Context: an optimization exercise on an open-source flow, tuned for small area. The choices shown serve that exercise and are no tape-out recipe.
In this exercise RTL edits were held to simulation tests only and were not proved equivalent to the original.
Power is estimated from default activity; no workload was simulated.

`design/flow/design.v`:
```
package period_meter_pkg;
    localparam int unsigned CNT_W_DEF = 16;
    localparam logic [CNT_W_DEF-1:0] CNT_MAX = {CNT_W_DEF{1'b1}};
endpackage
module period_meter_ch #(
    parameter int unsigned CNT_W = period_meter_pkg::CNT_W_DEF
) (
    input  logic             clk_i,
    input  logic             rst_i,
    input  logic             blk_i,
    input  logic             sig_i,
    output logic [CNT_W-1:0] per_o,
    output logic [CNT_W-1:0] high_o,
    output logic             lat_o,
    output logic             stall_o
);
    logic             s1_q, s2_q, s3_q;
    logic             run_q, stall_q, lat_q;
    logic [CNT_W-1:0] cnt_q, cnt_d;
    logic [CNT_W-1:0] hcap_q;
    logic [CNT_W-1:0] per_q, high_q;
    logic             rise;
    logic             inc;
    assign rise  = s2_q & ~s3_q;
    assign inc   = ~stall_q;
    for (genvar i = 0; i < CNT_W; i++) begin : gen_cnt
        if (i == 0) begin : g0
            assign cnt_d[i] = rise | (cnt_q[i] ^ inc);
        end else begin : gi
            assign cnt_d[i] = ~rise & (cnt_q[i] ^ (inc & (&cnt_q[i-1:0])));
        end
    end
    always_ff @(posedge clk_i) begin
        s1_q <= sig_i & ~rst_i;
        s2_q <= s1_q;
        s3_q <= s2_q;
    end
    always_ff @(posedge clk_i) begin
        cnt_q <= cnt_d;
        if (s2_q) hcap_q <= cnt_d;
        if (rise) per_q <= cnt_q;
        if (rise && run_q) high_q <= hcap_q;
    end
    always_ff @(posedge clk_i) begin
        if (rst_i) begin
            run_q   <= 1'b0;
            stall_q <= 1'b0;
            lat_q   <= 1'b0;
        end else begin
            run_q   <= run_q | (rise & ~blk_i);
            stall_q <= ~rise & (stall_q | (run_q & (cnt_q == {{(CNT_W-1){1'b1}}, 1'b0})));
            lat_q   <= lat_q | (rise & run_q);
        end
    end
    assign per_o   = per_q;
    assign high_o  = high_q;
    assign lat_o   = lat_q;
    assign stall_o = stall_q;
endmodule
module multi_period_meter #(
    parameter int unsigned NB_CH = 24,
    parameter int unsigned CNT_W = period_meter_pkg::CNT_W_DEF,
    parameter int unsigned CH_W  = (NB_CH > 1) ? $clog2(NB_CH) : 1
) (
    input  logic             ClkIn,
    input  logic             Reset,
    input  logic [NB_CH-1:0] SigIn,
    input  logic             RdReq,
    input  logic [CH_W-1:0]  RdChan,
    output logic             RdAck,
    output logic [CNT_W-1:0] RdPeriod,
    output logic [CNT_W-1:0] RdHigh,
    output logic             RdValid,
    output logic             RdOvf
);
    logic [CNT_W-1:0] ch_per  [NB_CH];
    logic [CNT_W-1:0] ch_high [NB_CH];
    logic [NB_CH-1:0] ch_lat;
    logic [NB_CH-1:0] ch_stall;
    logic blk_q;
    always_ff @(posedge ClkIn) blk_q <= Reset;
    for (genvar g = 0; g < NB_CH; g++) begin : gen_ch
        period_meter_ch #(
            .CNT_W (CNT_W)
        ) u_ch (
            .clk_i    (ClkIn),
            .rst_i    (Reset),
            .blk_i    (blk_q),
            .sig_i    (SigIn[g]),
            .per_o    (ch_per[g]),
            .high_o   (ch_high[g]),
            .lat_o    (ch_lat[g]),
            .stall_o  (ch_stall[g])
        );
    end
    logic [CNT_W-1:0] sel_per;
    logic [CNT_W-1:0] sel_high;
    logic             sel_lat;
    logic             sel_stall;
    always_comb begin
        sel_per   = '0;
        sel_high  = '0;
        sel_lat   = 1'b0;
        sel_stall = 1'b0;
        for (int i = 0; i < NB_CH; i++) begin
            if (RdChan == CH_W'(i)) begin
                sel_per   = sel_per   | ch_per[i];
                sel_high  = sel_high  | ch_high[i];
                sel_lat   = sel_lat   | ch_lat[i];
                sel_stall = sel_stall | ch_stall[i];
            end
        end
    end
    logic             rd_ack_q;
    logic [CNT_W-1:0] rd_period_q;
    logic [CNT_W-1:0] rd_high_q;
    logic             rd_valid_q;
    logic             rd_ovf_q;
    always_ff @(posedge ClkIn) begin
        if (Reset) begin
            rd_ack_q    <= 1'b0;
            rd_period_q <= '0;
            rd_high_q   <= '0;
            rd_valid_q  <= 1'b0;
            rd_ovf_q    <= 1'b0;
        end else begin
            rd_ack_q <= RdReq;
            if (RdReq) begin
                rd_period_q <= sel_lat ? sel_per  : '0;
                rd_high_q   <= sel_lat ? sel_high : '0;
                rd_valid_q  <= sel_lat & ~sel_stall;
                rd_ovf_q    <= sel_stall;
            end
        end
    end
    assign RdAck    = rd_ack_q;
    assign RdPeriod = rd_period_q;
    assign RdHigh   = rd_high_q;
    assign RdValid  = rd_valid_q;
    assign RdOvf    = rd_ovf_q;
endmodule
```
`design/flow/flow/run.sh`:
```
#!/bin/bash
# The standard layout (standard.sh), with two changes made through the
# environment that ORFS reads:
#   - CTS without dummy loads (same clustering and buffer as config.mk);
#   - the port buffers are the smallest buffer, sky130_fd_sc_hd__buf_1.
# standard.sh's full output (synthesis through the final report) is in
# standard.log here; ORFS's per-step logs are under orfs/logs/.
set -o pipefail
export CTS_ARGS="-sink_clustering_enable -repair_clock_nets -buf_list sky130_fd_sc_hd__clkbuf_8 -sink_clustering_size 16 -sink_clustering_max_diameter 70 -dont_use_dummy_load"
export BUFFER_PORTS_ARGS="-buffer_cell sky130_fd_sc_hd__buf_1"
bash standard.sh > standard.log 2>&1
```
`design/flow/standard.sh`:
```
#!/bin/bash
# synth_recipe.tcl (not shown) runs the flow's synth.tcl, then flattens the netlist and writes it again
# the make line also repeats each setting of config.mk as NAME=value (left out here)
make -C /OpenROAD-flow-scripts/flow DESIGN_CONFIG=/design/flow/config.mk WORK_HOME=/design/flow/orfs CLKGATE_MAP_FILE= SYNTH_SCRIPT=/design/flow/synth_recipe.tcl "${@:-finish}"
```
`design/flow/config.mk`:
```
export PLATFORM = sky130hd
export DESIGN_NAME = multi_period_meter
export DESIGN_NICKNAME = multi_period_meter
export VERILOG_FILES = /design/flow/design.v
export SDC_FILE = /design/flow/constraint.sdc
export NUM_CORES = 4
export LEC_CHECK = 0
export CAP_MARGIN = 20
export CORE_MARGIN = 2
export CORE_UTILIZATION = 50
export CTS_BUF_LIST = sky130_fd_sc_hd__clkbuf_8
export CTS_CLUSTER_DIAMETER = 70
export CTS_CLUSTER_SIZE = 16
export GPL_TIMING_DRIVEN = 0
export SLEW_MARGIN = 20
```
`design/flow/constraint.sdc`:
```
create_clock -name core_clock -period 5.0 [get_ports {ClkIn}]
set_input_delay 1.0000 -clock core_clock [delete_from_list [all_inputs] [get_ports {ClkIn}]]
set_output_delay 1.0000 -clock core_clock [all_outputs]
set_load 0.01 [all_outputs]
```
==> notes.md, run 1 <==
- Outcome: complete, no violations
- Cts bufs inserted: 130
- Final Non-Filler Cells: 5911
- Hold slack: 0.257 ns
- Fin crit share: 82.9%
- Post-synthesis adder-cell area fraction: 0.499%
- Core Box Area: 120000 µm²
- Setup crit start kind: input port
- Share of post-route cells with drive strength above 1: 5.76%
- Pre-Repair DR Iteration Count: 6
- Synthesis-to-layout area growth: 7.03%
- Routed WL per cell: 28.9 µm
- Root buffer cell: clkbuf_8
- CP Cell Sequence: buf_1, nand3b_1, nor3_1, buf_2, buf_1, a22oi_1, nand4_1, nor3_1, nand4_1, a22o_1
- Power Density: 389 nW/µm²
- Most common cell after layout, fill and taps aside: edfxtp_1
- Mapped Cells: 4091
- Initial Util: 50.3%
- Slowest CP cell: nor3_1
- Slew @ Worst Pin: between 1 and 1.5 ns
- Initial antenna violation count: 11
- Average cell area after synthesis: 14.7 µm²
- Residual DRC: 0
- Post-synth EDFFs: 1152
- Via count: 34600
- Largest family of logic cells by synthesized area: simple AND/OR/NAND/NOR gates
- FFs w/ async S/R, synth: 0%
- CP max FO: 10
- Post-route ant nets: 0
- Detail Placement HPWL: 127 mm
- Max_cap viols: 0
- Final wirelength: approximately 170 mm
- Worst Path Buf+Inv: 3
- Die width: 351 µm
- Peak supply drop: 0.292 mV
- Die H: 351 µm
- Fin area: about 64000 µm²
- Setup Fix Bufs, Post-CTS: 0
- Leakage: around 22 nW
- GRT overflow: 0
- Setup CP Type: input port to flip-flop
- Simple-gate share of the synthesized area: 10.3%
- Num ports: 67
- Final WS setup: approximately 0.86 ns
- Clk sinks: 1716
- XOR/XNOR share of the synthesized area: 5.19%
- Pre-CTS setup slack: 0.174 ns
- Reg clk slew, reported paths: 0.09 ns
- Die area: 123000 µm²
- Critical Path RT: 5.73 ns
- Ys flop type: edfxtp_1
- Skew final: 0.0988 ns
- CP top delay family: simple AND/OR/NAND/NOR gates
- Final setup vio count: 0
- Via density per instance: between 5 and 6
- RSZ-0062 raised after global routing: no
- Clock latency on the worst-skew pair: 0.87 ns
- Post-synth net total: 4147
- Post-synthesis register bit count: 1716
- Num rows: between 100 and 150
- Post-layout util: a little over half
- Synth cell types: 54
- CTS tree: yes
- Global-route wire length before repair: approximately 240 mm
- Compound-Gate Fraction of Synth Area: 6.20%
- Layout filler cell count: 9842
- Most frequent cells in the layout: 1152 x edfxtp_1, 564 x dfxtp_1, 489 x nor2_1, 310 x a22oi_1, 233 x xor2_1
- Slew Limit Fails: 0
- Pin count of the biggest net entering global routing: 26
- Total negative slack: 0 ns
- Post-Syn Area: about 60000 µm²
- Synthesis warning total: 4
- Max Fclk: 0.241 GHz
- Period minus WS final: between 4 and 5 ns
- Vias in the first global route: 32100
- HP Class: flip-flop to flip-flop
- Post_cts resized: 0
- Fin. Hold Viols: 0
- Port Buffers: 65
- Clock buffer depth: 3
- H-tree levels: 4
- Crit. End Element: flip-flop
- Routability Congestion: 1.01
- Final #Nets: 4349
- Placed insts: 5773
- Slew HR: between 20% and 30%
- Multiplexer area fraction after synthesis: 0.278%
- Seq/Total Area, Yosys: 76.2%
- Final Power: 25.1 mW
- Post-DP Area: between 60000 and 70000 µm²
- Post-CTS Hold Buffers: 0
- Initial DRC Count: 4358
- Tot GR Track Use: 27.7%
- Crit-path max cell delay: approximately 0.95 ns
- Worst path arrival time: 4.87 ns
## routing by layer
metal	track usage, %	share of wire [%]
met5	0	0.030
met4	9.87	3.7
met3	5.01	8.3
met2	41.8	45
met1	40.3	43
## flip-flops by register name, summed over array words and instances (netlist names)
register	count
blk_q	1
gen_ch.u_ch.cnt_q	384
gen_ch.u_ch.hcap_q	384
gen_ch.u_ch.high_q	384
gen_ch.u_ch.lat_q	24
gen_ch.u_ch.per_q	384
gen_ch.u_ch.run_q	24
gen_ch.u_ch.s1_q	24
gen_ch.u_ch.s2_q	24
gen_ch.u_ch.s3_q	24
gen_ch.u_ch.stall_q	24
rd_ack_q	1
rd_high_q	16
rd_ovf_q	1
rd_period_q	16
rd_valid_q	1
## path summary, 6_finish.rpt
path	startpoint	endpoint	slack, ns	cells after the start
setup / recovery	RdChan[3]	rd_high_q[3]	0.86	10
hold / removal	gen_ch[18].u_ch.s1_q	gen_ch[18].u_ch.s2_q	0.26	0
setup reg to reg	gen_ch[5].u_ch.per_q[3]	rd_period_q[3]	2.01	5
hold reg to reg	gen_ch[18].u_ch.s1_q	gen_ch[18].u_ch.s2_q	0.26	0
## kinds of logic (layout without fill, tap and decap cells)
| kind of cell | count (synthesis) | after routing |
|---|---|---|
| AOI/OAI and AO/OA | 493 | 493 |
| xor gates and xnor gates | 357 | 357 |
| adders and majority gates | 24 | 24 |
| buffers and inverters | 191 | 391 |
| DFF | 1716 | 1716 |
| muxes | 14 | 14 |
| other | 0 | 8 |
| and+or+nand+nor | 1296 | 1296 |
## synth_stat cells (all sizes together), types with 63 or more instances
cell type	n	area (µm²)
nand4	140	876
dfxtp	564	11300
buf	63	320
nor2	494	1890
a22o	67	587
nand2	223	837
nand3	104	521
nor3	87	440
xor2	233	2040
clkbuf	96	360
a22oi	310	2330
xnor2	124	1090
edfxtp	1152	34600
## where the power goes
group / leakage [nW] / internal, mW / switching (mW)
Combinational: 5.32 / 0.594 / 1.10
Sequential: 15.7 / 16.1 / 0.687
Clock: 0.935 / 2.34 / 4.21
## final cells by class
class                      count  area, µm²  share of cell area [%]
tap                         1612       2020                    3.13
timing repair buffer          70        359                   0.557
sequential                  1716      45900                    71.2
clock buffer                 130       1790                    2.78
multi-input combinational   2184      13500                    21.0
buffer                       159        723                    1.12
inverter                      32        120                   0.186
antenna                        8       20.0                  0.0311
## worst register-to-register path, stage by stage (launching register included)
cell and delay (ns):
edfxtp_1 0.42, a22oi_1 0.56, nand4_1 0.50, nor3_1 1.00
nand4_1 0.20, a22o_1 0.22
==> run 2: changes to the inputs <==
--- a/design/flow/design.v
+++ b/design/flow/design.v
@@ -15,14 +15,17 @@
     output logic             stall_o
 );
     logic             s1_q, s2_q, s3_q;
-    logic             run_q, stall_q, lat_q;
+    logic             run_q, lat_q;
+    logic             sat, stall;
     logic [CNT_W-1:0] cnt_q, cnt_d;
     logic [CNT_W-1:0] hcap_q;
     logic [CNT_W-1:0] per_q, high_q;
     logic             rise;
     logic             inc;
     assign rise  = s2_q & ~s3_q;
-    assign inc   = ~stall_q;
+    assign sat   = &cnt_q;
+    assign stall = run_q & sat;
+    assign inc   = ~sat;
     for (genvar i = 0; i < CNT_W; i++) begin : gen_cnt
         if (i == 0) begin : g0
             assign cnt_d[i] = rise | (cnt_q[i] ^ inc);
@@ -44,18 +47,16 @@
     always_ff @(posedge clk_i) begin
         if (rst_i) begin
             run_q   <= 1'b0;
-            stall_q <= 1'b0;
             lat_q   <= 1'b0;
         end else begin
             run_q   <= run_q | (rise & ~blk_i);
-            stall_q <= ~rise & (stall_q | (run_q & (cnt_q == {{(CNT_W-1){1'b1}}, 1'b0})));
             lat_q   <= lat_q | (rise & run_q);
         end
     end
     assign per_o   = per_q;
     assign high_o  = high_q;
     assign lat_o   = lat_q;
-    assign stall_o = stall_q;
+    assign stall_o = stall;
 endmodule
 module multi_period_meter #(
     parameter int unsigned NB_CH = 24,
==> notes.md, run 2 <==
- CP max FO: 10 (unchanged)
- Power Density: 382 nW/µm² (-1.8%)
- Critical Path RT: 5.68 ns (-0.05 ns)
- Period minus WS final: 4.34 ns (+0.196 ns)
- CP Cell Sequence: buf_1, buf_2, and3b_1, and3_1, clkbuf_1, clkbuf_1, a22oi_1, nand4_1, nor4_1, a21bo_4, a21oi_2
- Slew @ Worst Pin: 1.24 ns (+0.125 ns)
- Synthesis-to-layout area growth: 6.71%
- Post_cts resized: 0 (unchanged)
- Final wirelength: 162 mm (-4.8%)
- Post-synthesis adder-cell area fraction: 0.500% (+0.0017 points)
- Setup Fix Bufs, Post-CTS: 0 (unchanged)
- Synthesis warning total: 4 (unchanged)
- Die H: 350 µm (-0.17%)
- Total negative slack: 0 ns (unchanged)
- FFs w/ async S/R, synth: 0% (unchanged)
- Multiplexer area fraction after synthesis: 0.0334% (-0.25 points)
- Initial Util: 50.2% (-0.11 points)
- Top-count cell post-synth: edfxtp_1
- Port Buffers: 65 (unchanged)
- Fin. Hold Viols: 0 (unchanged)
- Max_cap viols: 0 (unchanged)
- Pin count of the biggest net entering global routing: 26 (unchanged)
- Largest family of logic cells by synthesized area: simple AND/OR/NAND/NOR gates
- H-tree levels: 3 (-1)
- Worst Path Buf+Inv: 4 (+1)
- Simple-gate share of the synthesized area: 10.4% (+0.13 points)
- Clock latency on the worst-skew pair: 0.82 ns (-0.05 ns)
- Die area: 123000 µm² (-0.34%)
- CTS tree: yes
- Via density per instance: 5.78 (-1.2%)
- Tot GR Track Use: 26.3% (-1.4 points)
- Reg clk slew, reported paths: 0.09 ns (about the same)
- Detail Placement HPWL: 120 mm (-5.4%)
- CP top delay family: simple AND/OR/NAND/NOR gates
- Die width: 350 µm (-0.17%)
- Core Box Area: 119000 µm² (-0.13%)
- Num ports: 67 (unchanged)
- Clock buffer depth: 3 (unchanged)
- GRT overflow: 0 (unchanged)
- Synth top area cells: edfxtp_1 58%, dfxtp_1 18%, a22oi_1 4.3%, nor2_1 2.7%, xor2_1 2.1%
- Busiest grt layer: met2
- Fin crit share: 86.8% (+3.9 points)
- Routability Congestion: 0.929 (-7.8%)
- Fin area: 64000 µm² (-0.64%)
- Root buffer cell: clkbuf_8
- Post-synth net total: 4148 (+0.024%)
- Hold slack: 0.332 ns (+0.0752 ns)
- RSZ-0062 raised after global routing: no
- Post-synth top area cell: edfxtp_1
- Global-route wire length before repair: 228 mm (-3.6%)
- Worst path arrival time: 5.02 ns (+0.15 ns)
- Post-synth EDFFs: 1152 (unchanged)
- Vias in the first global route: 32200 (+0.13%)
- Routed WL per cell: 27.6 µm (-4.5%)
- Synth cell types: 66 (+22%)
- Residual DRC: 0 (unchanged)
- Commonest cells in the netlist: 1152 x edfxtp_1, 540 x dfxtp_1, 437 x nor2_1, 340 x a22oi_1, 238 x nand2_1
- Worst path most repeated cell: clkbuf_1
- Crit. End Element: flip-flop
- Post-CTS Hold Buffers: 0 (unchanged)
- Grt met1 use: 36.5% (-3.8 points)
- HP Class: flip-flop to flip-flop
- Initial DRC Count: 3677 (-16%)
- Share of post-route cells with drive strength above 1: 6.64% (+0.88 points)
- Top cell type's share of synthesized area: 57.7% (+0.20 points)
- Met2 Use GR: 41.1% (-0.71 points)
- Slowest CP cell: nor4_1
- Post-Syn Area: 60000 µm² (-0.35%)
- Post-synthesis register bit count: 1692 (-1.4%)
- Most common cell after layout, fill and taps aside: edfxtp_1
- Met3 Usage GRT: 4.17% (-0.84 points)
- Num rows: 127 (unchanged)
- Post-DP Area: 62400 µm² (-0.38%)
- Setup CP Type: input port to flip-flop
- Setup crit start kind: input port
- Seq/Total Area, Yosys: 75.7% (-0.54 points)
- Outcome: complete, no violations
- Crit-path max cell delay: 1.17 ns (+0.22 ns)
- Cts bufs inserted: 118 (-9.2%)
- Final #Nets: 4337 (-0.28%)
- Peak supply drop: 0.272 mV (-6.8%)
- Mapped Cells: 4092 (+0.024%)
- Post-layout util: 53.6% (-0.27 points)
- Pre-Repair DR Iteration Count: 6 (unchanged)
- Leakage: 21.3 nW (-2.8%)
- Slew HR: 16.2% (-8.5 points)
- Most frequent cells in the layout: 1152 x edfxtp_1, 540 x dfxtp_1, 437 x nor2_1, 340 x a22oi_1, 238 x nand2_1
- Ys flop type: edfxtp_1
- Compound-Gate Fraction of Synth Area: 8.11% (+1.9 points)
- Average cell area after synthesis: 14.7 µm² (-0.37%)
- Initial antenna violation count: 8 (-3)
- XOR/XNOR share of the synthesized area: 3.84% (-1.4 points)
- Post-route ant nets: 0 (unchanged)
- Final setup vio count: 0 (unchanged)
- Via count: 34100 (-1.5%)
- Clk sinks: 1692 (-1.4%)
- Slew Limit Fails: 0 (unchanged)
- Skew final: 0.0679 ns (-0.0310 ns)
- Max Fclk: 0.230 GHz (-4.5%)
==> run 2: per-stage QoR <==
step	setup WS, ns	total power [mW]	instances
global placement	0.0796	18.5	5769
detailed placement	0.0733	18.6	5772
global route	0.830	25.3	5892
finish	0.661	24.5	5892
CTS	0.983	24.6	5890
floorplan	2.09	17.8	4092
==> run 2: power breakdown <==
part / internal, mW / switching, mW
sequential: 16.0 / 0.746
combinational: 0.542 / 0.951
clock: 2.10 / 4.10
==> run 2: cell type report <==
type / count / area, µm²
Timing Repair Buffer: 69 / 312
Antenna cell: 1 / 2.50
Fill cell: 10000 / 55500
Inverter: 35 / 131
Multi-Input combinational cell: 2193 / 13800
Buffer: 172 / 756
Sequential cell: 1692 / 45400
Clock buffer: 118 / 1620
Tap cell: 1612 / 2020
==> run 2: cells by family after synthesis <==
kind of cell	count (synthesis)
flip-flops	1692
AND/OR/NAND/NOR	1277
AO/OA/AOI/OAI	627
XOR/XNOR	263
buffers and inverters	207
adder cells (fa/ha/maj)	24
multiplexers	2
==> run 2: worst paths after layout <==
| kind | startpoint | to | slack (ns) | depth (start not counted) |
|---|---|---|---|---|
| worst max-delay path | RdChan[1] | rd_high_q[3] | 0.66 | 11 |
| worst min-delay path | gen_ch[3].u_ch.s1_q | gen_ch[3].u_ch.s2_q | 0.33 | 0 |
| worst max register to register | gen_ch[16].u_ch.s2_q | gen_ch[16].u_ch.high_q[11] | 1.82 | 3 |
| worst min register to register | gen_ch[3].u_ch.s1_q | gen_ch[3].u_ch.s2_q | 0.33 | 0 |
==> run 2: routing by layer <==
metal  share of wire [%]  vias up
li1                    -    15500
met1                  42    17000
met2                  46     1311
met3                 7.2      250
met4                 4.8        4
met5               0.017        -
==> run 3: changes to the inputs <==
--- a/design/flow/design.v
+++ b/design/flow/design.v
@@ -26,11 +26,14 @@
     assign sat   = &cnt_q;
     assign stall = run_q & sat;
     assign inc   = ~sat;
+    logic [CNT_W:0] cy;
+    assign cy[0] = inc;
     for (genvar i = 0; i < CNT_W; i++) begin : gen_cnt
+        assign cy[i+1] = cy[i] & cnt_q[i];
         if (i == 0) begin : g0
-            assign cnt_d[i] = rise | (cnt_q[i] ^ inc);
+            assign cnt_d[i] = rise | (cnt_q[i] ^ cy[i]);
         end else begin : gi
-            assign cnt_d[i] = ~rise & (cnt_q[i] ^ (inc & (&cnt_q[i-1:0])));
+            assign cnt_d[i] = ~(rise | (cnt_q[i] ~^ cy[i]));
         end
     end
     always_ff @(posedge clk_i) begin
==> notes.md, run 3 <==
- Slew Limit Fails: 0 (unchanged)
- Slew @ Worst Pin: 1.21 ns (-0.0390 ns)
- Synth top area cells: edfxtp_1 58%, dfxtp_1 18%, ha_1 7.5%, a22oi_1 4.9%, and2_1 3.8%
- Seq/Total Area, Yosys: 75.8% (+0.082 points)
- Routability Congestion: 1.02 (+10%)
- Critical Path RT: 5.56 ns (-0.12 ns)
- Commonest cells in the netlist: 1152 x edfxtp_1, 540 x dfxtp_1, 390 x a22oi_1, 361 x and2_1, 360 x ha_1
- Fin. Hold Viols: 0 (unchanged)
- Post-Syn Area: 59900 µm² (-0.11%)
- Reg clk slew, reported paths: 0.10 ns (about the same)
- Hold slack: 0.320 ns (-0.0121 ns)
- Leakage: 23.6 nW (+11%)
- Initial antenna violation count: 13 (+5)
- Port Buffers: 65 (unchanged)
- Initial DRC Count: 3922 (+6.7%)
- Mapped Cells: 3676 (-10%)
- Power Density: 378 nW/µm² (-1.2%)
- Area of the multi-input gates: 13900 µm² (+0.53%)
- Synth cell types: 45 (-32%)
- Post-layout util: 53.5% (-0.080 points)
- Top cell type's share of synthesized area: 57.7% (+0.063 points)
- Worst setup startpoint: gen_ch[14].u_ch.cnt_q[11]
- Post-CTS Hold Buffers: 0 (unchanged)
- Peak supply drop: 0.257 mV (-5.6%)
- HP Start: gen_ch[3].u_ch.s1_q
- Setup CP Type: flip-flop to flip-flop
- Synthesis warning total: 4 (unchanged)
- Global-route wire length before repair: 239 mm (+5.0%)
- Max Fclk: 0.211 GHz (-8.5%)
- Slew HR: 18.9% (+2.6 points)
- Most common cell after layout, fill and taps aside: edfxtp_1
- Multiplexer area fraction after synthesis: 0% (-0.033 points)
- Top-count cell post-synth: edfxtp_1
- Initial Util: 50.2% (-0.054 points)
- Max_cap viols: 0 (unchanged)
- Clk sinks: 1692 (unchanged)
- Num rows: 127 (unchanged)
- Total negative slack: 0 ns (unchanged)
- Pin count of the biggest net entering global routing: 19 (-27%)
- Final Non-Filler Cells: 5477 (-7.0%)
- Average cell area after synthesis: 16.3 µm² (+11%)
- Fin crit share: 94.8% (+8.0 points)
- Residual DRC: 0 (unchanged)
- Final #Nets: 4257 (-1.8%)
- FFs w/ async S/R, synth: 0% (unchanged)
- Clock buffer depth: 3 (unchanged)
- Storage cell area: 45400 µm² (about the same)
- GRT overflow: 0 (unchanged)
- H-tree levels: 3 (unchanged)
- Vias in the first global route: 30700 (-4.6%)
- Via count: 32100 (-5.7%)
- Pre-Repair DR Iteration Count: 6 (unchanged)
- Final Power: 24.1 mW (-1.3%)
- Post-synth EDFFs: 1152 (unchanged)
- Final wirelength: 175 mm (+7.8%)
- Placed insts: 5355 (-7.2%)
- Simple-gate share of the synthesized area: 9.05% (-1.4 points)
- Crit. End Element: flip-flop
- Compound-Gate Fraction of Synth Area: 6.16% (-1.9 points)
- HP Class: flip-flop to flip-flop
- Most frequent cells in the layout: 1152 x edfxtp_1, 539 x dfxtp_1, 390 x a22oi_1, 361 x and2_1, 360 x ha_1
- Root buffer cell: clkbuf_8
- Post-synth top area cell: edfxtp_1
- Routed WL per cell: 32.0 µm (+16%)
- Num ports: 67 (unchanged)
- Post-synthesis register bit count: 1692 (unchanged)
- RSZ-0062 raised after global routing: no
- Die area: 123000 µm² (-0.11%)
- CTS tree: yes
- Via density per instance: 5.87 (+1.4%)
- Post-synth net total: 4068 (-1.9%)
- Post_cts resized: 0 (unchanged)
- Post-route ant nets: 0 (unchanged)
- R2r startpoint: gen_ch[14].u_ch.cnt_q[11]
- Period minus WS final: 4.74 ns (+0.402 ns)
- Cts bufs inserted: 120 (+1.7%)
- Worst path arrival time: 5.30 ns (+0.28 ns)
- Ys flop type: edfxtp_1
- Skew final: 0.0594 ns (-0.00852 ns)
- Synthesis-to-layout area growth: 6.67% (about the same)
- Layout filler cell count: 9913 (-0.94%)
- Core Box Area: 119000 µm² (unchanged)
- Share of post-route cells with drive strength above 1: 5.33% (-1.3 points)
- Tot GR Track Use: 28.7% (+2.4 points)
- Setup Fix Bufs, Post-CTS: 0 (unchanged)
- Die width: 350 µm (about the same)
- Outcome: complete, no violations
- Post-synthesis adder-cell area fraction: 7.52% (+7.0 points)
- Die H: 350 µm (about the same)
- Clock latency on the worst-skew pair: 0.87 ns (+0.05 ns)
- Setup crit start kind: flip-flop
- CP max FO: 3 (-7)
- Largest family of logic cells by synthesized area: simple AND/OR/NAND/NOR gates
- XOR/XNOR share of the synthesized area: 0.351% (-3.5 points)
- Detail Placement HPWL: 133 mm (+11%)
- Final setup vio count: 0 (unchanged)
==> run 3: final timing paths <==
path / end / cells after the start / slack [ns]
worst max register to register: gen_ch[14].u_ch.hcap_q[15] / 20 / 0.26
worst min-delay path: gen_ch[3].u_ch.s2_q / 0 / 0.32
worst min register to register: gen_ch[3].u_ch.s2_q / 0 / 0.32
worst max-delay path: gen_ch[14].u_ch.hcap_q[15] / 20 / 0.26
==> run 3: stage by stage <==
step	area, µm²	worst slack [ns]
final	63900	0.258
after global routing	63900	0.0572
after CTS	63900	0.314
after detailed placement	62300	0.376
after global placement	62200	0.366
after floorplan	59900	0.994
==> run 3: report_power, final <==
part / leakage (nW) / internal [mW] / total [mW] / switching (mW)
registers: 15.2 / 16.0 / 16.6 / 0.641
logic: 7.59 / 0.458 / 1.23 / 0.772
clock network: 0.863 / 2.14 / 6.26 / 4.13
total: 23.6 / 18.6 / 24.1 / 5.54
==> run 3: area by class of cell <==
class / count / share of cell area [%]
Sequential cell: 1692 / 71.0
Antenna cell: 2 / 0.00783
Multi-Input combinational cell: 1816 / 21.7
Tap cell: 1612 / 3.15
Inverter: 41 / 0.241
Buffer: 127 / 0.879
Timing Repair Buffer: 67 / 0.444
Clock buffer: 120 / 2.58
==> run 3: routing by layer <==
metal	track usage [%]	share of wire, %	up-vias
met5	0.0392	0.045	-
met4	13.5	5.3	12
met3	6.63	8.8	304
met2	42.6	44	1365
met1	40.1	42	16300
li1	-	-	14200
==> run 3: cells by family (layout without fill, tap and decap cells) <==
group,Yosys count,after routing
xor+xnor,24,24
fa+ha+maj,360,360
flops,1692,1692
compound gates,491,491
other cells,0,2
buf+inv,168,355
simple gates,941,941
==> run 3: critical path: stages (launching register included) <==
cell     delay, ns
dfxtp_1       0.47
nand4_1       0.12
nor4_1        0.64
inv_1         0.10
ha_1          0.22
ha_1          0.18
ha_1          0.23
ha_1          0.20
ha_1          0.18
ha_1          0.18
ha_1          0.18
ha_1          0.19
ha_1          0.20
ha_1          0.19
ha_1          0.21
ha_1          0.20
ha_1          0.18
ha_1          0.19
ha_1          0.19
xnor2_1       0.13
nor2_1        0.08
==> run 4: changes to the inputs <==
--- a/design/flow/design.v
+++ b/design/flow/design.v
@@ -7,7 +7,6 @@
 ) (
     input  logic             clk_i,
     input  logic             rst_i,
-    input  logic             blk_i,
     input  logic             sig_i,
     output logic [CNT_W-1:0] per_o,
     output logic [CNT_W-1:0] high_o,
@@ -38,7 +37,7 @@
     end
     always_ff @(posedge clk_i) begin
         s1_q <= sig_i & ~rst_i;
-        s2_q <= s1_q;
+        s2_q <= s1_q & ~rst_i;
         s3_q <= s2_q;
     end
     always_ff @(posedge clk_i) begin
@@ -52,7 +51,7 @@
             run_q   <= 1'b0;
             lat_q   <= 1'b0;
         end else begin
-            run_q   <= run_q | (rise & ~blk_i);
+            run_q   <= run_q | rise;
             lat_q   <= lat_q | (rise & run_q);
         end
     end
@@ -81,15 +80,12 @@
     logic [CNT_W-1:0] ch_high [NB_CH];
     logic [NB_CH-1:0] ch_lat;
     logic [NB_CH-1:0] ch_stall;
-    logic blk_q;
-    always_ff @(posedge ClkIn) blk_q <= Reset;
     for (genvar g = 0; g < NB_CH; g++) begin : gen_ch
         period_meter_ch #(
             .CNT_W (CNT_W)
         ) u_ch (
             .clk_i    (ClkIn),
             .rst_i    (Reset),
-            .blk_i    (blk_q),
             .sig_i    (SigIn[g]),
             .per_o    (ch_per[g]),
             .high_o   (ch_high[g]),
@@ -120,21 +116,16 @@
     logic [CNT_W-1:0] rd_high_q;
     logic             rd_valid_q;
     logic             rd_ovf_q;
+    logic rd_load, rd_keep;
+    assign rd_load = RdReq | Reset;
+    assign rd_keep = sel_lat & ~Reset;
     always_ff @(posedge ClkIn) begin
-        if (Reset) begin
-            rd_ack_q    <= 1'b0;
-            rd_period_q <= '0;
-            rd_high_q   <= '0;
-            rd_valid_q  <= 1'b0;
-            rd_ovf_q    <= 1'b0;
-        end else begin
-            rd_ack_q <= RdReq;
-            if (RdReq) begin
-                rd_period_q <= sel_lat ? sel_per  : '0;
-                rd_high_q   <= sel_lat ? sel_high : '0;
-                rd_valid_q  <= sel_lat & ~sel_stall;
-                rd_ovf_q    <= sel_stall;
-            end
+        rd_ack_q <= RdReq & ~Reset;
+        if (rd_load) begin
+            rd_period_q <= rd_keep ? sel_per  : '0;
+            rd_high_q   <= rd_keep ? sel_high : '0;
+            rd_valid_q  <= rd_keep & ~sel_stall;
+            rd_ovf_q    <= sel_stall & ~Reset;
         end
     end
     assign RdAck    = rd_ack_q;
==> notes.md, run 4 <==
- Post-CTS Hold Buffers: 0 (unchanged)
- Root buffer cell: clkbuf_8
- Initial Util: 50.5% (+0.30 points)
- Post-layout util: 54.0% (+0.45 points)
- FF-to-FF setup slack: 0.11 ns (-0.15 ns)
- Layout filler cell count: 9543 (-3.7%)
- Met3 Usage GRT: 5.75% (-0.88 points)
- Global-route wire length before repair: 222 mm (-7.0%)
- Period minus WS final: 4.89 ns (+0.149 ns)
- Vias in the first global route: 30300 (-1.3%)
- Die width: 349 µm (-0.30%)
- Die H: 349 µm (-0.30%)
- Top cell type's share of synthesized area: 59.8% (+2.1 points)
- Synth top area cells: edfxtp_1 60%, dfxtp_1 17%, ha_1 7.6%, a22oi_1 4.1%, and2_1 3.7%
- Seq/Total Area, Yosys: 76.7% (+1.0 points)
- Routability Congestion: 0.990 (-3.3%)
- Via count: 31200 (-2.8%)
- Port Buffers: 65 (unchanged)
- Clock latency on the worst-skew pair: 0.80 ns (-0.07 ns)
- Die area: 122000 µm² (-0.60%)
- Synthesis warning total: 4 (unchanged)
- Max Fclk: 0.204 GHz (-3.1%)
- Pre-Repair DR Iteration Count: 5 (-1)
- Slew @ Worst Pin: 1.25 ns (+0.0429 ns)
- Post-synthesis register bit count: 1691 (-0.059%)
- Synth cell types: 42 (-6.7%)
- Skew final: 0.0785 ns (+0.0191 ns)
- Post-synth top area cell: edfxtp_1
- Total negative slack: 0 ns (unchanged)
- Commonest cells in the netlist: 1186 x edfxtp_1, 505 x dfxtp_1, 360 x ha_1, 352 x and2_1, 326 x a22oi_1
- Fin. Hold Viols: 0 (unchanged)
- Initial antenna violation count: 9 (-4)
- Slew HR: 16.8% (-2.1 points)
- Mapped Cells: 3544 (-3.6%)
- H-tree levels: 3 (unchanged)
- Peak supply drop: 0.216 mV (-16%)
- Pre-CTS setup slack: -0.106 ns (-0.482 ns)
- Top-count cell post-synth: edfxtp_1
- Initial DRC Count: 4156 (+6.0%)
- CTS tree: yes
- Final #Nets: 4135 (-2.9%)
- Clk sinks: 1691 (-0.059%)
- Post-synth EDFFs: 1186 (+3.0%)
- Most frequent cells in the layout: 1186 x edfxtp_1, 505 x dfxtp_1, 360 x ha_1, 351 x and2_1, 326 x a22oi_1
- Fin crit share: 97.8% (+3.0 points)
- Setup crit start kind: flip-flop
- Setup CP Type: flip-flop to flip-flop
- Pin count of the biggest net entering global routing: 35 (+16)
- Outcome: complete, no violations
- Slew Limit Fails: 0 (unchanged)
- Num rows: 126 (-0.79%)
- RSZ-0062 raised after global routing: no
- Power Density: 381 nW/µm² (+0.79%)
- HP Class: flip-flop to flip-flop
- Residual DRC: 0 (unchanged)
- Synthesis-to-layout area growth: 6.94%
- Via density per instance: 5.92 (+0.84%)
- Setup Fix Bufs, Post-CTS: 0 (unchanged)
- Most common cell after layout, fill and taps aside: edfxtp_1
- Critical Path RT: 5.62 ns (+0.06 ns)
- Met2 Use GR: 37.3% (-5.4 points)
- Detail Placement HPWL: 121 mm (-9.3%)
- Final wirelength: 159 mm (-9.4%)
- Final Power: 24.2 mW (+0.44%)
- Leakage: 23.2 nW (-1.8%)
- Worst path arrival time: 5.51 ns (+0.21 ns)
- CP max FO: 3 (unchanged)
- Crit. End Element: flip-flop
- Max_cap viols: 0 (unchanged)
- Routed WL per cell: 30.1 µm (-6.0%)
- Tot GR Track Use: 26.1% (-2.5 points)
- Clock buffer depth: 3 (unchanged)
- FFs w/ async S/R, synth: 0% (unchanged)
- Final setup vio count: 0 (unchanged)
- Final WS setup: 0.109 ns (-0.149 ns)
- Num ports: 67 (unchanged)
- Post-route ant nets: 0 (unchanged)
- Cts bufs inserted: 120 (unchanged)
- Core Box Area: 118000 µm² (-1.2%)
- Average cell area after synthesis: 16.8 µm² (+3.1%)
- Share of post-route cells with drive strength above 1: 5.27% (-0.067 points)
- Post-synth net total: 3936 (-3.2%)
- Busiest grt layer: met1
- Ys flop type: edfxtp_1
- Reg clk slew, reported paths: 0.10 ns (about the same)
- GRT overflow: 0 (unchanged)
- Grt met1 use: 40.1% (about the same)
- Post-Syn Area: 59600 µm² (-0.60%)
==> run 4: cell families (layout without fill, tap and decap cells) <==
group	after synthesis	count (layout)	share of synthesized area, %
AOI/OAI and AO/OA	470	470	6.16
xor gates and xnor gates	24	24	0.353
adders and majority gates	360	360	7.56
buffers and inverters	175	372	1.21
DFF	1691	1691	76.7
other	0	4	0
and+or+nand+nor	824	824	7.97
==> run 4: layer usage <==
layer	up-vias	share of wire, %
li1	13900	-
met1	15900	45
met2	1223	42
met3	209	9.1
met4	4	3.2
met5	-	0.0088
==> run 4: what timing repair did <==
item	CTS	global route
endpoints found under the setup margin	3	16
resized for setup	1	9
cloned	0	0
==> run 4: path summary, 6_finish.rpt <==
path                                           startpoint                         end  depth (start not counted)
worst max-delay path            gen_ch[18].u_ch.cnt_q[15]  gen_ch[18].u_ch.hcap_q[15]                         20
worst min-delay path            gen_ch[23].u_ch.hcap_q[9]   gen_ch[23].u_ch.high_q[9]                          0
worst min register to register  gen_ch[23].u_ch.hcap_q[9]   gen_ch[23].u_ch.high_q[9]                          0
worst max register to register  gen_ch[18].u_ch.cnt_q[15]  gen_ch[18].u_ch.hcap_q[15]                         20
==> run 4: layout make-up <==
type | instances | area [µm²] | share of cell area [%]
sequential | 1691 | 45700 | 71.8
multi-input combinational | 1678 | 13300 | 20.8
tap | 1536 | 1920 | 3.02
clock buffer | 120 | 1650 | 2.59
buffer | 117 | 508 | 0.797
timing repair buffer | 77 | 420 | 0.660
inverter | 58 | 218 | 0.342
antenna | 4 | 10.0 | 0.0157
==> run 4: critical path: stages (launching register included) <==
cell and delay (ns):
dfxtp_1 0.48, nand4_1 0.27, nor4_4 0.54, inv_1 0.11
ha_1 0.21, ha_1 0.20, ha_1 0.18, ha_1 0.19
ha_1 0.19, ha_1 0.19, ha_1 0.19, ha_1 0.19
ha_1 0.22, ha_1 0.20, ha_1 0.18, ha_1 0.18
ha_1 0.18, ha_1 0.18, ha_1 0.20, xnor2_1 0.12
nor2_1 0.29
==> run 4: power breakdown <==
group	switching, mW	total, mW	internal [mW]
clock	4.09	6.23	2.14
combinational	0.879	1.43	0.547
sequential	0.603	16.6	16.0
==> run 4: metrics by stage <==
stage | instance area [µm²] | hold slack (ns) | cells
detailed placement | 62000 | 0.405 | 5157
global placement | 61700 | 0.400 | 5145
CTS | 63600 | 0.309 | 5277
global route | 63700 | 0.344 | 5278
finish | 63700 | 0.371 | 5281
floorplan | 59600 | 0.400 | 3544
==> run 5: changes to the inputs <==
--- a/design/flow/design.v
+++ b/design/flow/design.v
@@ -25,14 +25,11 @@
     assign sat   = &cnt_q;
     assign stall = run_q & sat;
     assign inc   = ~sat;
-    logic [CNT_W:0] cy;
-    assign cy[0] = inc;
     for (genvar i = 0; i < CNT_W; i++) begin : gen_cnt
-        assign cy[i+1] = cy[i] & cnt_q[i];
         if (i == 0) begin : g0
-            assign cnt_d[i] = rise | (cnt_q[i] ^ cy[i]);
+            assign cnt_d[i] = rise | (cnt_q[i] ^ inc);
         end else begin : gi
-            assign cnt_d[i] = ~(rise | (cnt_q[i] ~^ cy[i]));
+            assign cnt_d[i] = ~rise & (cnt_q[i] ^ (inc & (&cnt_q[i-1:0])));
         end
     end
     always_ff @(posedge clk_i) begin
==> notes.md, run 5 <==
- FFs w/ async S/R, synth: 0% (unchanged)
- Slew HR: 11.8% (-5.0 points)
- Die H: 349 µm (about the same)
- Setup CP Type: input port to flip-flop
- Final #Nets: 4268 (+3.2%)
- Worst path arrival time: 4.74 ns (-0.77 ns)
- Slew Limit Fails: 0 (unchanged)
- Pre-Repair DR Iteration Count: 6 (+1)
- Die width: 349 µm (about the same)
- Fin. Hold Viols: 0 (unchanged)
- Synth top area cells: edfxtp_1 60%, dfxtp_1 17%, a22oi_1 3.5%, nor2_1 2.8%, xor2_1 2.1%
- Mapped Cells: 4019 (+13%)
- Period minus WS final: 4.23 ns (-0.660 ns)
- Post-route ant nets: 0 (unchanged)
- Post_cts resized: 0 (-1)
- Pin count of the biggest net entering global routing: 35 (unchanged)
- Seq/Total Area, Yosys: 76.7% (-0.082 points)
- Fin crit share: 84.6% (-13 points)
- Via count: 34400 (+10%)
- Global-route wire length before repair: 246 mm (+11%)
- Final wirelength: 180 mm (+13%)
- Setup Fix Bufs, Post-CTS: 0 (unchanged)
- Via density per instance: 5.99 (+1.3%)
- Crit. End Element: flip-flop
- HP Class: input port to flip-flop
- Fin area: 63600 µm² (-0.11%)
- Synthesis warning total: 4 (unchanged)
- Port Buffers: 66 (+1.5%)
- Total negative slack: 0 ns (unchanged)
- RSZ-0062 raised after global routing: no
- Post-CTS Hold Buffers: 0 (unchanged)
- Skew final: 0.0928 ns (+0.0143 ns)
- Post-DP Area: 62000 µm² (about the same)
- Critical Path RT: 5.51 ns (-0.11 ns)
- Residual DRC: 0 (unchanged)
- Routed WL per cell: 31.2 µm (+3.9%)
- Slew @ Worst Pin: 1.31 ns (+0.0626 ns)
- CTS tree: yes
- Reg clk slew, reported paths: 0.09 ns (about the same)
- Routability Congestion: 1.07 (+7.8%)
- Final WS setup: 0.769 ns (+0.660 ns)
- Power Density: 390 nW/µm² (+2.5%)
- Tot GR Track Use: 29.4% (+3.3 points)
- GRT overflow: 0 (unchanged)
- Core Box Area: 118000 µm² (+0.13%)
- H-tree levels: 3 (unchanged)
- Outcome: complete, no violations
- Num rows: 126 (unchanged)
- Most frequent cells in the layout: 1186 x edfxtp_1, 505 x dfxtp_1, 440 x nor2_1, 278 x a22oi_1, 253 x nand2_1
- Synthesis-to-layout area growth: 6.71%
- Final setup vio count: 0 (unchanged)
- Num ports: 67 (unchanged)
- Post-synth top area cell: edfxtp_1
- Vias in the first global route: 32100 (+6.1%)
- Top cell type's share of synthesized area: 59.7% (-0.064 points)
- Die area: 122000 µm² (+0.11%)
- Initial Util: 50.4% (about the same)
- Share of post-route cells with drive strength above 1: 5.87% (+0.60 points)
- Clock buffer depth: 3 (unchanged)
- Post-Syn Area: 59600 µm² (+0.11%)
- Ys flop type: edfxtp_1
- Busiest grt layer: met2
- Pre-CTS setup slack: 0.209 ns (+0.314 ns)
- Met2 Use GR: 44.6% (+7.4 points)
- Post-synth net total: 4075 (+3.5%)
- Peak supply drop: 0.324 mV (+50%)
- Top-count cell post-synth: edfxtp_1
- Hold depth: 2 (+2)
- Clock latency on the worst-skew pair: 0.89 ns (+0.09 ns)
- Post-synth EDFFs: 1186 (unchanged)
- Post-synthesis register bit count: 1691 (unchanged)
- Detail Placement HPWL: 134 mm (+11%)
- Post-layout util: 53.8% (-0.13 points)
- Max_cap viols: 0 (unchanged)
- Initial DRC Count: 4195 (+0.94%)
- Leakage: 21.2 nW (-8.5%)
- Commonest cells in the netlist: 1186 x edfxtp_1, 505 x dfxtp_1, 442 x nor2_1, 278 x a22oi_1, 253 x nand2_1
- Grt met1 use: 41.2% (+1.1 points)
- Cts bufs inserted: 118 (-1.7%)
- Average cell area after synthesis: 14.8 µm² (-12%)
- Max Fclk: 0.236 GHz (+16%)
- Initial antenna violation count: 11 (+2)
- Synth cell types: 55 (+31%)
- R2r worst-path depth: 6 (-70%)
- Root buffer cell: clkbuf_8
- CP max FO: 10 (+7)
- Met3 Usage GRT: 6.97% (+1.2 points)
- Clk sinks: 1691 (unchanged)
- Final Power: 24.8 mW (+2.4%)
- Setup crit start kind: input port
- Most common cell after layout, fill and taps aside: edfxtp_1
[run 5: cell count changes after synthesis, moves of 95 or more]
cell,previous run,this run
and2_1,352,43
xnor2_1,24,119
nand2_1,66,253
nor2_1,81,442
ha_1,360,24
xor2_1,0,145
[run 5: routing by layer]
layer	vias up	share of wire, %
li1	15400	-
met1	17300	42
met2	1475	45
met3	301	9.1
met4	14	4.4
met5	-	0.043
[run 5: final timing paths]
path	start	to	slack, ns
worst min register to register	gen_ch[21].u_ch.hcap_q[12]	gen_ch[21].u_ch.high_q[12]	0.36
worst max-delay path	RdChan[0]	rd_high_q[12]	0.77
worst min-delay path	SigIn[18]	gen_ch[18].u_ch.s1_q	0.32
worst max register to register	gen_ch[5].u_ch.cnt_q[2]	rd_ovf_q	1.46
[run 5: critical path, cell delays in order]
cell and delay (ns):
buf_1 0.38, nand2b_1 0.17, clkbuf_1 0.32, nor3_2 0.24, clkbuf_1 0.46, a22oi_1 0.48, nand2_1 0.26, nor4_1 1.06
a31oi_1 0.35
[run 5: where the power goes]
group / internal, mW / switching [mW]
sequential: 16.1 / 0.898
clock: 2.10 / 4.15
combinational: 0.609 / 1.01
total: 18.8 / 6.07
[run 5: kinds of logic after synthesis]
kind of cell | Yosys count | synth area share [%]
buffers and inverters | 181 | 1.25
DFF | 1691 | 76.7
xor gates and xnor gates | 264 | 3.88
and+or+nand+nor | 1292 | 10.6
AOI/OAI and AO/OA | 567 | 7.10
adders and majority gates | 24 | 0.503
[run 5: per-stage QoR]
stage	instances	hold WS, ns
6_report	5749	0.317
3_5_place_dp	5626	0.405
4_1_cts	5744	0.230
2_1_floorplan	4019	0.400
5_1_grt	5749	0.250
3_3_place_gp	5621	0.400
[run 5: cell type report]
type | count | area (µm²)
timing repair buffer | 73 | 339
fill | 9818 | 54600
buffer | 146 | 656
antenna | 3 | 7.51
tap | 1536 | 1920
multi-input combinational | 2147 | 13200
clock buffer | 118 | 1620
inverter | 35 | 131
sequential | 1691 | 45700

[re-timing with driven ports]
No port has a modelled driver above. Below, the same layouts with a new extraction and two added sets of constraints. Step 1: set_driving_cell puts a clkbuf_16 on ClkIn and a buf_2 on each other input, an assumption about the parent block. Step 2 times the ports against the registers' clock, not the clock port: input delays grow and output delays shrink by t, the midpoint of the rising clock arrivals with the driver on. a / b / c = ideal ports / drivers / drivers and shift; a / b = the first two.
| run | t (ns) | setup WS [ns] | worst register clock-pin slew, ns | worst slew at a driven data input, ns | cell pins on the clock port's net |
|---|---|---|---|---|---|
| run 1 | 0.895 | 0.857 / 0.849 / -0.046 | 0.11 / 0.11 | 0.17 | 1 |
| run 2 | 0.866 | 0.661 / 0.704 / -0.162 | 0.12 / 0.12 | 0.13 | 1 |
| run 3 | 0.911 | 0.258 / 0.258 / 0.226 | 0.12 / 0.12 | 0.13 | 1 |
| run 4 | 0.854 | 0.109 / 0.109 / 0.109 | 0.11 / 0.11 | 0.17 | 1 |
| run 5 | 0.922 | 0.769 / 0.820 / -0.102 | 0.11 / 0.11 | 0.10 | 1 |
Met with ideal ports but missed after step 2: setup timing in run 1, run 2 and run 5. The setup slack of run 1, which loses most, moves by -0.008 ns with the drivers and by -0.903 ns with both steps.
